Source: an optimization exercise on an open RTL-to-GDS flow (aim: small area). Production flows keep margins and buffers that such runs may drop. In this exercise RTL edits were held to simulation tests only and were not proved equivalent to the original. Power is estimated from default activity; no workload was simulated.

==> 11-05 <==
==> flow/design.v <==
package tracker_pkg;
    typedef logic [10:0] h_pos_t;
    typedef logic [9:0]  v_pos_t;
    typedef logic [11:0] rgb_t;   
    localparam h_pos_t H_ACTIVE = 11'd1024;
    localparam h_pos_t H_FRONT  = 11'd24;
    localparam h_pos_t H_SYNC   = 11'd136;
    localparam h_pos_t H_BACK   = 11'd160;
    localparam h_pos_t H_TOTAL  = H_ACTIVE + H_FRONT + H_SYNC + H_BACK;   
    localparam v_pos_t V_ACTIVE = 10'd768;
    localparam v_pos_t V_FRONT  = 10'd3;
    localparam v_pos_t V_SYNC   = 10'd6;
    localparam v_pos_t V_BACK   = 10'd29;
    localparam v_pos_t V_TOTAL  = V_ACTIVE + V_FRONT + V_SYNC + V_BACK;   
    localparam h_pos_t CAM_H = 11'd640;
    localparam v_pos_t CAM_V = 10'd480;
    localparam h_pos_t BALL_H_LO   = 11'd20;
    localparam h_pos_t BALL_H_HI   = 11'd319;
    localparam h_pos_t TGT_H_LO    = 11'd320;
    localparam h_pos_t TGT_H_HI    = 11'd639;
    localparam v_pos_t REGION_V_LO = 10'd50;
    localparam v_pos_t REGION_V_HI = 10'd400;
    localparam v_pos_t DEADBAND = 10'd2;   
    localparam int SUM_BITS = 27;   
    typedef logic [SUM_BITS-1:0] sum_t;
    localparam int CNT_BITS = 17;
    typedef logic [CNT_BITS-1:0] count_t;
endpackage
`timescale 1ns/1ps
module centroid_accumulator #(
    parameter int W  = 26,   
    parameter int PW = 9,    
    parameter int QW = 9     
) (
    input  logic          clk_65mhz,
    input  logic          clear,
    input  logic          sample,
    input  logic [PW-1:0] pos,
    input  logic          div,
    input  logic [16:0]   cnt,
    input  logic [QW-1:0] qpos,
    output logic [QW-1:0] quo
);
    logic [W-1:0] s;
    logic [W-1:0] op;
    logic [W:0]   sum;
    logic         sub;
    logic         cap;
    assign sub = div && !(s[W-1] && s[W-2]);
    assign op  = sub ? {{(W-17){1'b1}}, ~cnt} : {{(W-PW){1'b0}}, sample ? pos : {PW{1'b0}}};
    assign sum = {1'b0, s} + {1'b0, op} + {{W{1'b0}}, sub};
    assign cap = sub && !sum[W];
    assign quo = s[QW-1:0];
    always_ff @(posedge clk_65mhz) begin
        if (clear)
            s <= '0;
        else if (cap)
            s <= {sum[W-1:QW], qpos};
        else
            s <= sum[W-1:0];
    end
endmodule
`timescale 1ns/1ps
module tracker_top #(
    parameter logic [3:0] R_LO       = 4'd8,
    parameter logic [3:0] R_HI       = 4'd15,
    parameter logic [3:0] G_LO       = 4'd0,
    parameter logic [3:0] G_HI       = 4'd5,
    parameter logic [3:0] B_LO       = 4'd0,
    parameter logic [3:0] B_HI       = 4'd5,
    parameter int         BOX_RADIUS = 15
) (
    input  logic                clk_65mhz,
    input  logic                rst_n,
    input  tracker_pkg::rgb_t   pixel_rgb,   
    input  logic                show_mask,
    input  logic                show_markers,
    output tracker_pkg::h_pos_t pixel_h,
    output tracker_pkg::v_pos_t pixel_v,
    output logic [3:0]          vga_r,
    output logic [3:0]          vga_g,
    output logic [3:0]          vga_b,
    output logic                vga_hs,
    output logic                vga_vs,
    output tracker_pkg::h_pos_t ball_h,
    output tracker_pkg::v_pos_t ball_v,
    output tracker_pkg::h_pos_t target_h,
    output tracker_pkg::v_pos_t target_v,
    output logic                result_valid,
    output logic                ball_low,
    output logic                ball_high,
    output logic                ball_centered
);
    logic [10:0] h;
    logic [9:0]  v;
    logic        started;   
    logic        h_end, v_end, v_zero;
    assign h_end  = h[10] & h[8] & (&h[5:0]);            
    assign v_end  = v[9] & v[8] & v[5] & v[2] & v[0];    
    assign v_zero = (v == 10'd0);
    always_ff @(posedge clk_65mhz or negedge rst_n) begin
        if (!rst_n) begin
            h       <= '0;
            v       <= '0;
            started <= 1'b0;
        end else begin
            h <= h_end ? 11'd0 : h + 11'd1;
            if (h_end) begin
                v <= v_end ? 10'd0 : v + 10'd1;
                if (v_end)
                    started <= 1'b1;
            end
        end
    end
    assign pixel_h = h;
    assign pixel_v = v;
    logic [11:0] rgb2;
    always_ff @(posedge clk_65mhz)
        rgb2 <= pixel_rgb;
    logic match;
    assign match = (rgb2[11:8] >= R_LO) && (rgb2[11:8] <= R_HI) &&
                   (rgb2[7:4]  >= G_LO) && (rgb2[7:4]  <= G_HI) &&
                   (rgb2[3:0]  >= B_LO) && (rgb2[3:0]  <= B_HI);
    logic rows, ball_hit, tgt_hit;
    assign rows     = (v >= 10'd50) && (v <= 10'd400);
    assign ball_hit = match && rows && (h >= 11'd22)  && (h <= 11'd321);
    assign tgt_hit  = match && rows && (h >= 11'd322) && (h <= 11'd641);
    logic [16:0] ball_n, tgt_n;
    logic        clear;
    assign clear = (h == 11'd29) && v_zero;
    always_ff @(posedge clk_65mhz) begin
        ball_n <= clear ? 17'd0 : ball_n + {16'd0, ball_hit};
        tgt_n  <= clear ? 17'd0 : tgt_n  + {16'd0, tgt_hit};
    end
    logic div_v, div_h;
    assign div_v = v[9];
    assign div_h = v[9] | (~v[9] & (&v[8:0]) & h[10] & h[8] & (&h[5:1]));
    logic [8:0] ball_hq, ball_vq, tgt_vq;
    logic [9:0] tgt_hq;
    centroid_accumulator #(.W(26), .PW(9), .QW(9)) acc_bh (
        .clk_65mhz, .clear, .sample(ball_hit), .pos(h[8:0]), .div(div_h), .cnt(ball_n),
        .qpos(h[8:0]), .quo(ball_hq));
    centroid_accumulator #(.W(26), .PW(9), .QW(9)) acc_bv (
        .clk_65mhz, .clear, .sample(ball_hit), .pos(v[8:0]), .div(div_v), .cnt(ball_n),
        .qpos(h[8:0]), .quo(ball_vq));
    centroid_accumulator #(.W(27), .PW(10), .QW(10)) acc_th (
        .clk_65mhz, .clear, .sample(tgt_hit), .pos(h[9:0]), .div(div_h), .cnt(tgt_n),
        .qpos(h[9:0]), .quo(tgt_hq));
    centroid_accumulator #(.W(26), .PW(9), .QW(9)) acc_tv (
        .clk_65mhz, .clear, .sample(tgt_hit), .pos(v[8:0]), .div(div_v), .cnt(tgt_n),
        .qpos(h[8:0]), .quo(tgt_vq));
    logic [8:0] bh, bv, tv;
    logic [9:0] th;
    logic       load;
    assign load = clear && started;
    always_ff @(posedge clk_65mhz or negedge rst_n) begin
        if (!rst_n) begin
            bh <= '0;
            bv <= '0;
            th <= '0;
            tv <= '0;
        end else if (load) begin
            bh <= ball_hq;
            bv <= ball_vq;
            th <= tgt_hq;
            tv <= tgt_vq;
        end
    end
    assign ball_h   = {2'b00, bh};
    assign ball_v   = {1'b0, bv};
    assign target_h = {1'b0, th};
    assign target_v = {1'b0, tv};
    logic below, above, shown;
    assign below  = ({1'b0, tv} + 10'd2) < {1'b0, bv};
    assign above  = ({1'b0, bv} + 10'd2) < {1'b0, tv};
    assign shown  = started || !v_zero || (h >= 11'd30);
    assign result_valid  = (h == 11'd30) && v_zero;
    assign ball_low      = below;
    assign ball_high     = above;
    assign ball_centered = shown && !below && !above;
    logic blank2, cam2, hit2;
    assign blank2 = (h >= 11'd1026) || (v >= 10'd768) || ((h < 11'd2) && (!v_zero || started));
    assign cam2   = (h <= 11'd641) && (v < 10'd480);
    assign hit2   = match && cam2 && (h != 11'd0);
    function automatic logic on_outline(input logic [10:0] hh, input logic [9:0] vv,
                                        input logic [10:0] ch, input logic [9:0] cv);
        logic [10:0] a;
        logic [9:0]  b;
        a = hh + 11'd13 - ch;   
        b = vv + 10'd15 - cv;
        on_outline = (a <= 11'd30) && (b <= 10'd30) &&
                     ((a == 11'd0) || (a == 11'd30) || (b == 10'd0) || (b == 10'd30));
    endfunction
    logic [11:0] px;
    always_comb begin
        if (show_mask && hit2)
            px = 12'h0F0;
        else if (show_markers && on_outline(h, v, ball_h, ball_v))
            px = 12'hF00;
        else if (show_markers && on_outline(h, v, target_h, target_v))
            px = 12'h00F;
        else
            px = cam2 ? rgb2 : 12'h000;
    end
    always_ff @(posedge clk_65mhz or negedge rst_n) begin
        if (!rst_n)
            {vga_r, vga_g, vga_b} <= '0;
        else
            {vga_r, vga_g, vga_b} <= blank2 ? 12'h000 : px;
    end
    assign vga_hs = !((h >= 11'd1051) && (h <= 11'd1186));
    assign vga_vs = !(((h >= 11'd3) && (v >= 10'd771) && (v <= 10'd776)) ||
                      ((h <  11'd3) && (v >= 10'd772) && (v <= 10'd777)));
endmodule
==> flow/run.sh <==
#!/bin/bash
# synth_recipe.tcl (not shown) runs the flow's synth.tcl, then flattens the netlist and writes it again
# the make line also repeats each setting of config.mk as NAME=value (left out here)
make -C /OpenROAD-flow-scripts/flow DESIGN_CONFIG=/design/flow/config.mk WORK_HOME=/design/flow/orfs CLKGATE_MAP_FILE= SYNTH_SCRIPT=/design/flow/synth_recipe.tcl finish
==> flow/config.mk <==
export PLATFORM = sky130hd
export DESIGN_NAME = tracker_top
export DESIGN_NICKNAME = tracker_top
export VERILOG_FILES = /design/flow/design.v
export SDC_FILE = /design/flow/constraint.sdc
export NUM_CORES = 4
export LEC_CHECK = 0
export CAP_MARGIN = 20
export CORE_MARGIN = 2
export CORE_UTILIZATION = 40
export SLEW_MARGIN = 20
==> flow/constraint.sdc <==
create_clock -name core_clock -period 10.0 [get_ports {clk_65mhz}]
set_input_delay 2.0000 -clock core_clock [delete_from_list [all_inputs] [get_ports {clk_65mhz}]]
set_output_delay 2.0000 -clock core_clock [all_outputs]
set_load 0.01 [all_outputs]
==> inputs of 11-01, as changes to 11-05 <==
==> flow/design.v, changed modules only <==
module centroid_accumulator #(
    parameter int W  = 26,   
    parameter int PW = 9,    
    parameter int QW = 9     
) (
    input  logic          clk_65mhz,
    input  logic          clear,
    input  logic          sample,
    input  logic [PW-1:0] pos,
    input  logic          div,
    input  logic [16:0]   ncnt,   
    input  logic [QW-1:0] qpos,
    output logic [QW-1:0] quo
);
    logic [W-1:0] s;
    logic [W-1:0] op;
    logic [W-1:0] sum;
    logic [W:0]   c;
    logic         sub;
    logic         cap;
    assign sub = div && !(s[W-1] && s[W-2]);
    assign c[0] = sub;
    for (genvar i = 0; i < W; i++) begin : g_add
        if (i < PW)
            assign op[i] = sub ? ncnt[i] : (sample & pos[i]);
        else if (i < 17)
            assign op[i] = sub & ncnt[i];
        else
            assign op[i] = sub;
        assign sum[i]   = s[i] ^ op[i] ^ c[i];
        assign c[i+1]   = (s[i] & op[i]) | (c[i] & (s[i] ^ op[i]));
    end
    assign cap = sub && !c[W];
    assign quo = s[QW-1:0];
    always_ff @(posedge clk_65mhz) begin
        if (clear)
            s <= '0;
        else if (cap)
            s <= {sum[W-1:QW], qpos};
        else
            s <= sum;
    end
endmodule
module rc_sub #(
    parameter int W = 11
) (
    input  logic [W-1:0] a,
    input  logic [W-1:0] b,
    output logic [W-1:0] d
);
    logic [W:0] c;
    assign c[0] = 1'b1;
    for (genvar i = 0; i < W; i++) begin : g_sub
        assign d[i]   = a[i] ^ ~b[i] ^ c[i];
        assign c[i+1] = (a[i] & ~b[i]) | (c[i] & (a[i] ^ ~b[i]));
    end
endmodule
module rc_inc #(
    parameter int W = 11
) (
    input  logic [W-1:0] a,
    input  logic          ci,
    output logic [W-1:0] y
);
    logic [W:0] c;
    assign c[0] = ci;
    for (genvar i = 0; i < W; i++) begin : g_inc
        assign y[i]   = a[i] ^ c[i];
        assign c[i+1] = a[i] & c[i];
    end
endmodule
module rc_dec #(
    parameter int W = 17
) (
    input  logic [W-1:0] a,
    input  logic          bi,
    output logic [W-1:0] y
);
    logic [W:0] b;
    assign b[0] = bi;
    for (genvar i = 0; i < W; i++) begin : g_dec
        assign y[i]   = a[i] ^ b[i];
        assign b[i+1] = ~a[i] & b[i];
    end
endmodule
module tracker_top #(
    parameter logic [3:0] R_LO       = 4'd8,
    parameter logic [3:0] R_HI       = 4'd15,
    parameter logic [3:0] G_LO       = 4'd0,
    parameter logic [3:0] G_HI       = 4'd5,
    parameter logic [3:0] B_LO       = 4'd0,
    parameter logic [3:0] B_HI       = 4'd5,
    parameter int         BOX_RADIUS = 15
) (
    input  logic                clk_65mhz,
    input  logic                rst_n,
    input  tracker_pkg::rgb_t   pixel_rgb,   
    input  logic                show_mask,
    input  logic                show_markers,
    output tracker_pkg::h_pos_t pixel_h,
    output tracker_pkg::v_pos_t pixel_v,
    output logic [3:0]          vga_r,
    output logic [3:0]          vga_g,
    output logic [3:0]          vga_b,
    output logic                vga_hs,
    output logic                vga_vs,
    output tracker_pkg::h_pos_t ball_h,
    output tracker_pkg::v_pos_t ball_v,
    output tracker_pkg::h_pos_t target_h,
    output tracker_pkg::v_pos_t target_v,
    output logic                result_valid,
    output logic                ball_low,
    output logic                ball_high,
    output logic                ball_centered
);
    logic [10:0] h;
    logic [9:0]  v;
    logic        started;   
    logic        h_end, v_end, v_zero;
    assign h_end  = h[10] & h[8] & (&h[5:0]);            
    assign v_end  = v[9] & v[8] & v[5] & v[2] & v[0];    
    assign v_zero = (v == 10'd0);
    logic [10:0] h_inc;
    logic [9:0]  v_inc;
    rc_inc #(.W(11)) inc_h (.a(h), .ci(1'b1), .y(h_inc));
    rc_inc #(.W(10)) inc_v (.a(v), .ci(1'b1), .y(v_inc));
    always_ff @(posedge clk_65mhz or negedge rst_n) begin
        if (!rst_n) begin
            h       <= '0;
            v       <= '0;
            started <= 1'b0;
        end else begin
            h <= h_end ? 11'd0 : h_inc;
            if (h_end) begin
                v <= v_end ? 10'd0 : v_inc;
                if (v_end)
                    started <= 1'b1;
            end
        end
    end
    assign pixel_h = h;
    assign pixel_v = v;
    logic [11:0] rgb2;
    always_ff @(posedge clk_65mhz)
        rgb2 <= pixel_rgb;
    logic match;
    assign match = (rgb2[11:8] >= R_LO) && (rgb2[11:8] <= R_HI) &&
                   (rgb2[7:4]  >= G_LO) && (rgb2[7:4]  <= G_HI) &&
                   (rgb2[3:0]  >= B_LO) && (rgb2[3:0]  <= B_HI);
    logic rows, ball_hit, tgt_hit;
    assign rows     = (v >= 10'd50) && (v <= 10'd400);
    assign ball_hit = match && rows && (h >= 11'd22)  && (h <= 11'd321);
    assign tgt_hit  = match && rows && (h >= 11'd322) && (h <= 11'd641);
    logic [16:0] ball_n, tgt_n;   
    logic        clear;
    logic [16:0] ball_n_dec, tgt_n_dec;
    rc_dec #(.W(17)) dec_bn (.a(ball_n), .bi(ball_hit), .y(ball_n_dec));
    rc_dec #(.W(17)) dec_tn (.a(tgt_n),  .bi(tgt_hit),  .y(tgt_n_dec));
    assign clear = (h == 11'd29) && v_zero;
    always_ff @(posedge clk_65mhz) begin
        ball_n <= clear ? '1 : ball_n_dec;
        tgt_n  <= clear ? '1 : tgt_n_dec;
    end
    logic div_v, div_h;
    assign div_v = v[9];
    assign div_h = v[9] | (~v[9] & (&v[8:0]) & h[10] & h[8] & (&h[5:1]));
    logic [8:0] ball_hq, ball_vq, tgt_vq;
    logic [9:0] tgt_hq;
    centroid_accumulator #(.W(26), .PW(9), .QW(9)) acc_bh (
        .clk_65mhz, .clear, .sample(ball_hit), .pos(h[8:0]), .div(div_h), .ncnt(ball_n),
        .qpos(h[8:0]), .quo(ball_hq));
    centroid_accumulator #(.W(26), .PW(9), .QW(9)) acc_bv (
        .clk_65mhz, .clear, .sample(ball_hit), .pos(v[8:0]), .div(div_v), .ncnt(ball_n),
        .qpos(h[8:0]), .quo(ball_vq));
    centroid_accumulator #(.W(27), .PW(10), .QW(10)) acc_th (
        .clk_65mhz, .clear, .sample(tgt_hit), .pos(h[9:0]), .div(div_h), .ncnt(tgt_n),
        .qpos(h[9:0]), .quo(tgt_hq));
    centroid_accumulator #(.W(26), .PW(9), .QW(9)) acc_tv (
        .clk_65mhz, .clear, .sample(tgt_hit), .pos(v[8:0]), .div(div_v), .ncnt(tgt_n),
        .qpos(h[8:0]), .quo(tgt_vq));
    logic [8:0] bh, bv, tv;
    logic [9:0] th;
    logic       load;
    assign load = clear && started;
    always_ff @(posedge clk_65mhz or negedge rst_n) begin
        if (!rst_n) begin
            bh <= '0;
            bv <= '0;
            th <= '0;
            tv <= '0;
        end else if (load) begin
            bh <= ball_hq;
            bv <= ball_vq;
            th <= tgt_hq;
            tv <= tgt_vq;
        end
    end
    assign ball_h   = {2'b00, bh};
    assign ball_v   = {1'b0, bv};
    assign target_h = {1'b0, th};
    assign target_v = {1'b0, tv};
    logic below, above, shown;
    logic [9:0] dv;   
    rc_sub #(.W(10)) sub_dv (.a({1'b0, bv}), .b({1'b0, tv}), .d(dv));
    assign below = !dv[9] && (dv[8:2] != 7'd0 || dv[1:0] == 2'd3);   
    assign above = dv[9] && !(&dv[8:1]);                               
    assign shown  = started || !v_zero || (h >= 11'd30);
    assign result_valid  = (h == 11'd30) && v_zero;
    assign ball_low      = below;
    assign ball_high     = above;
    assign ball_centered = shown && !below && !above;
    logic blank2, cam2, hit2;
    assign blank2 = (h >= 11'd1026) || (v >= 10'd768) || ((h < 11'd2) && (!v_zero || started));
    assign cam2   = (h <= 11'd641) && (v < 10'd480);
    assign hit2   = match && cam2 && (h != 11'd0);
    logic [10:0] ab, at;
    logic [9:0]  bb, bt;
    rc_sub #(.W(11)) sub_ab (.a(h), .b(ball_h),   .d(ab));
    rc_sub #(.W(11)) sub_at (.a(h), .b(target_h), .d(at));
    rc_sub #(.W(10)) sub_bb (.a(v), .b(ball_v),   .d(bb));
    rc_sub #(.W(10)) sub_bt (.a(v), .b(target_v), .d(bt));
    function automatic logic on_outline(input logic [10:0] a, input logic [9:0] b);
        logic in_a, in_b, edge_a, edge_b;
        in_a   = (a <= 11'd17) || (a >= 11'd2035);
        in_b   = (b <= 10'd15) || (b >= 10'd1009);
        edge_a = (a == 11'd17) || (a == 11'd2035);
        edge_b = (b == 10'd15) || (b == 10'd1009);
        on_outline = in_a && in_b && (edge_a || edge_b);
    endfunction
    logic [11:0] px;
    always_comb begin
        if (show_mask && hit2)
            px = 12'h0F0;
        else if (show_markers && on_outline(ab, bb))
            px = 12'hF00;
        else if (show_markers && on_outline(at, bt))
            px = 12'h00F;
        else
            px = cam2 ? rgb2 : 12'h000;
    end
    always_ff @(posedge clk_65mhz or negedge rst_n) begin
        if (!rst_n)
            {vga_r, vga_g, vga_b} <= '0;
        else
            {vga_r, vga_g, vga_b} <= blank2 ? 12'h000 : px;
    end
    assign vga_hs = !((h >= 11'd1051) && (h <= 11'd1186));
    assign vga_vs = !(((h >= 11'd3) && (v >= 10'd771) && (v <= 10'd776)) ||
                      ((h <  11'd3) && (v >= 10'd772) && (v <= 10'd777)));
endmodule
CORE_UTILIZATION = 60   (was 40)
CTS_BUF_LIST = sky130_fd_sc_hd__clkbuf_4   (was default)
==> comparison table <==
Switching Power: 11-05 0.430 mW; 11-01 0.393 mW
Multi-input combinational cell count: 11-05 1,528; 11-01 725
Count of routing violations after the opening detailed-route iteration: 11-05 698; 11-01 380
Number of cells produced by synthesis: 11-05 1,908; 11-01 1,145
Power share of the combinational group: 11-05 1.3%; 11-01 1.5%
Xor and xnor area share after synthesis: 11-05 9.59%; 11-01 0.692%
M3 GR Usage: 11-05 3.60%; 11-01 5.05%
Max IR drop VDD: 11-05 0.117 mV; 11-01 0.110 mV
Worst Reg2Reg Path Length in Cells: 11-05 20; 11-01 39
Worst max-slew margin expressed relative to the limit: 11-05 26.7%; 11-01 34.7%
Area occupied by registers: 11-05 4800 um^2; 11-01 4810 um^2
Result of the run: 11-05 timing/DRC/antenna clean; 11-01 complete, but fails checks
Violated checks: 11-05 -; 11-01 setup timing
CP Data Required Time: 11-05 10.41 ns; 11-01 10.61 ns

## afterwards: timing with drivers on the ports
The results above use ideal ports. As a check the final layouts listed here were re-extracted and re-timed, cells and wires unchanged. Step 1 assumes that a clkbuf_16 drives the clock port and a buf_2 every other input. Step 2 moves the port delays by t, midway between the first and last clock arrival at a register: inputs arrive t later, outputs are due t later. That takes back most of the time a late clock gives input paths. Three values: ideal, step 1, step 2; two values: the first two.
run	shift t [ns]	slack for setup (ns)	worst slew at a driven data input, ns
11-05	0.610	4.023 / 4.023 / 4.023	0.05
11-01	0.732	-0.255 / -0.255 / -0.255	0.04
